This is an optimization exercise on Yosys and OpenROAD, whose aim is small area, a short achievable clock period and few clock cycles, not a production implementation. Only simulation tests tie the RTL to the original design; equivalence was not proved. Power and IR drop assume default switching activity.

Setup of build 79:
Design fft_stage_top, start of the top module:
module fft_stage_top
(
	input logic clk,
	input logic reset,
	input logic start,
	input fft_pkg::level_t level,
	input logic load_en,
	input fft_pkg::addr_t load_addr,
	input fft_pkg::sample_t load_real,
	input fft_pkg::sample_t load_imag,
	input fft_pkg::addr_t rd_addr,
	output logic busy,
	output logic done,
	output fft_pkg::sample_t rd_real,
	output fft_pkg::sample_t rd_imag
);
For scale: about 4700 cells after synthesis.
clock: 8.5 ns
lec_check: 0
cap_margin: 20
core_margin: 2
core_utilization: 50
cts_buf_list: sky130_fd_sc_hd__clkbuf_8
cts_cluster_size: 20
setup_slack_margin: 5
slew_margin: 20
run.sh (not shown) runs the stock make flow with config.mk's settings and CLKGATE_MAP_FILE= SYNTH_SCRIPT=/design/flow/synth_recipe.tcl, a recipe that flattens the netlist after the stock synthesis.
Testbench counts of build 79, summed over its fixed seeds: cycles 10,888.
Changes in build 93 relative to build 79:
Settings: TNS_END_PERCENT now 5, previously not set; CORE_UTILIZATION now 60, was 50.
Findings:
Build 93 vs build 79 — clock power dropped by a few percent
Multi-input combinational area share essentially unchanged between build 79 and build 93.
Compared to build 79, the router laid down less metal wire for build 93.
Relative to build 79, build 93 improves final critical path time including I/O delays and setup.
[compare] base=build 79 new=build 93: synthesis-to-layout area growth -4.2 points; filler cell count -about 25%.
Build 93 against build 79; post-cts resize count is down by more than 10%.
Changes in build 21 relative to build 93:
Settings: a deleted CTS_CLUSTER_SIZE that had been 20; a change of CORE_UTILIZATION from 60 to 50; a deleted TNS_END_PERCENT that had been 5; a deleted CTS_BUF_LIST that had been sky130_fd_sc_hd__clkbuf_8.
### Flow results
- Compared to build 93, build 21 leaves more free space in the core.
- Compared with build 93, build 21 shows count of plain and timing-repair buffers in the layout that has gone up by more than 10%.
- Between build 21 and build 93, it is build 21 whose via count is lower, by 1.2%.
- Sort build 21 and build 93 by buffering overhead asc -> top: build 93
- Worst-path cell with the longest stage delay: sky130_fd_sc_hd__fa_2 -> build 21, sky130_fd_sc_hd__fa_1 -> build 93
- As far as compound-gate portion of the synthesized area goes, build 93 and build 21 are indistinguishable; the numbers are identical.
- Re total wire length: build 21 is 1.1 mm up on build 93.
- Compared with build 93, build 21 instantiates a larger number of cells.
- Build 21 has finished layout cell area above what build 93 had.
- The final reports for build 21 and build 93 show clock network area share higher in the former.
- On number of instances on the worst hold path, build 21 and build 93 are neck and neck.
- Floorplan die height (build 21 / build 93): 1.09
Input-level comparison between build 53 and build 21:
Settings: an added ABC_AREA of 1; an added CTS_BUF_LIST of sky130_fd_sc_hd__clkbuf_8; a change of CORE_UTILIZATION from 50 to 65; an added TNS_END_PERCENT of 5; an added CTS_CLUSTER_SIZE of 20.
Results
On build 53: overall power consumption is 3.9% higher than what build 21 gave.
Relative to build 21, the total iterations of the first detailed-routing run of build 53 is lower by 3.
Clock tree buffer count of the final layout: build 53 higher than build 21
The via count of build 53 is higher than that of build 21.
The inputs of build 47 differ from those of build 53 as listed below.
Settings: removing ABC_AREA (formerly 1).
[summary]
Going from build 53 to build 47, the die area was shrunk.
Mean routed wirelength per cell: build 47 higher than build 53
Via count, build 53 and build 47, lower one = build 47.
Compared with build 53, build 47 shows a lower overall power after layout.
--- input diff build 47..build 74 ---
Settings: changing CTS_CLUSTER_SIZE from 20 to 30; changing CORE_UTILIZATION from 65 to 60.
Results
Compared to build 47, build 74 has combinational power about 4.7% higher.
Build 74: done, clean on timing, DRC and antenna
Build 47 went all the way through the flow, and no timing, DRC or antenna check failed.
Compared with build 47, in build 74 clock share of power fell 0.4 points; met1 usage down 2.7 points; total chip power climbed 1.8%; measured slew at the worst slew-check pin went up; share of power burned in combinational logic +1.2 points.
Summary of build 74 over build 47: data required time at the worst endpoint went up by 190 ps, hold slack went up by 32 ps, count of plain and timing-repair buffers in the layout went up by 11%, post-layout instance area went up by 1200 µm².

========
Setup of run A:
fft_stage_top again, from the RTL that the note above started with.
// fft_stage_top
module fft_stage_top
(
	input logic clk,
	input logic reset,
	input logic start,
	input fft_pkg::level_t level,
	input logic load_en,
	input fft_pkg::addr_t load_addr,
	input fft_pkg::sample_t load_real,
	input fft_pkg::sample_t load_imag,
	input fft_pkg::addr_t rd_addr,
	output logic busy,
	output logic done,
	output fft_pkg::sample_t rd_real,
	output fft_pkg::sample_t rd_imag
);
export LEC_CHECK = 0
export CAP_MARGIN = 20
export CORE_MARGIN = 2
export CORE_UTILIZATION = 65
export CTS_BUF_LIST = sky130_fd_sc_hd__clkbuf_8
export CTS_CLUSTER_SIZE = 30
export SETUP_SLACK_MARGIN = 4.9
export SLEW_MARGIN = 20
export TNS_END_PERCENT = 5
create_clock -name core_clock -period 8.5 [get_ports {clk}]
Run A: done, clean on timing, DRC and antenna
Testbench counts of run A, summed over its fixed seeds: cycles 10,888.
Setup changes, run A to run B
# run A
export LEC_CHECK = 0
export CAP_MARGIN = 20
export CORE_MARGIN = 2
export CORE_UTILIZATION = 65
export CTS_BUF_LIST = sky130_fd_sc_hd__clkbuf_8
export CTS_CLUSTER_SIZE = 30
export SETUP_SLACK_MARGIN = 4.9
export SLEW_MARGIN = 20
export TNS_END_PERCENT = 5
create_clock -name core_clock -period 8.5 [get_ports {clk}]
# run B
export LEC_CHECK = 0
export CAP_MARGIN = 20
export CORE_MARGIN = 2
export CORE_UTILIZATION = 50
export CTS_BUF_LIST = sky130_fd_sc_hd__clkbuf_8
export CTS_CLUSTER_SIZE = 20
export SETUP_SLACK_MARGIN = 5
export SLEW_MARGIN = 20
export TNS_END_PERCENT = 20
create_clock -name core_clock -period 8.5 [get_ports {clk}]
Results
Diff run A -> run B: area of all sequential standard cells barely changed, maximum clock rate dropped 2.1 MHz, count of mapped cells out of synthesis barely changed, via count dropped about 0.4%, flip-flop and latch share of the layout cell area dropped 1.5 points. Re final-layout worst hold slack: run B is 0.0051 ns up on run A. Min signed area change from the synthesized netlist to the final layout across run A and run B: run A.

[separate check: timing with driven ports]
Ports are ideal in the flow. The routed layouts listed here were re-timed in OpenROAD. Step 1 assumes that a clkbuf_16 drives the clock port and a buf_2 every other input. Step 2 also shifts input and output timing later by t, the mid clock arrival at the registers, as if the neighbouring blocks saw the same clock. Slacks: no drivers / after step 1 / after step 2; pairs: no drivers / after step 1.
| run | t (ns) | slack for setup (ns) | worst setup path after step 2 |
|---|---|---|---|
| build 79 | 0.910 | 4.795 / 4.795 / 4.087 | input to register |
| build 93 | 0.964 | 4.858 / 4.858 / 3.979 | input to register |
| build 21 | 0.774 | 4.795 / 4.795 / 4.200 | input to register |
| build 53 | 0.923 | 4.673 / 4.673 / 3.902 | input to register |
| build 47 | 0.934 | 4.753 / 4.707 / 3.937 | input to register |
| build 74 | 0.964 | 4.858 / 4.858 / 3.979 | input to register |
| run A | 0.901 | 4.707 / 4.707 / 3.919 | input to register |
| run B | 0.932 | 4.676 / 4.676 / 3.839 | input to register |
After both steps every run listed still meets setup and hold.
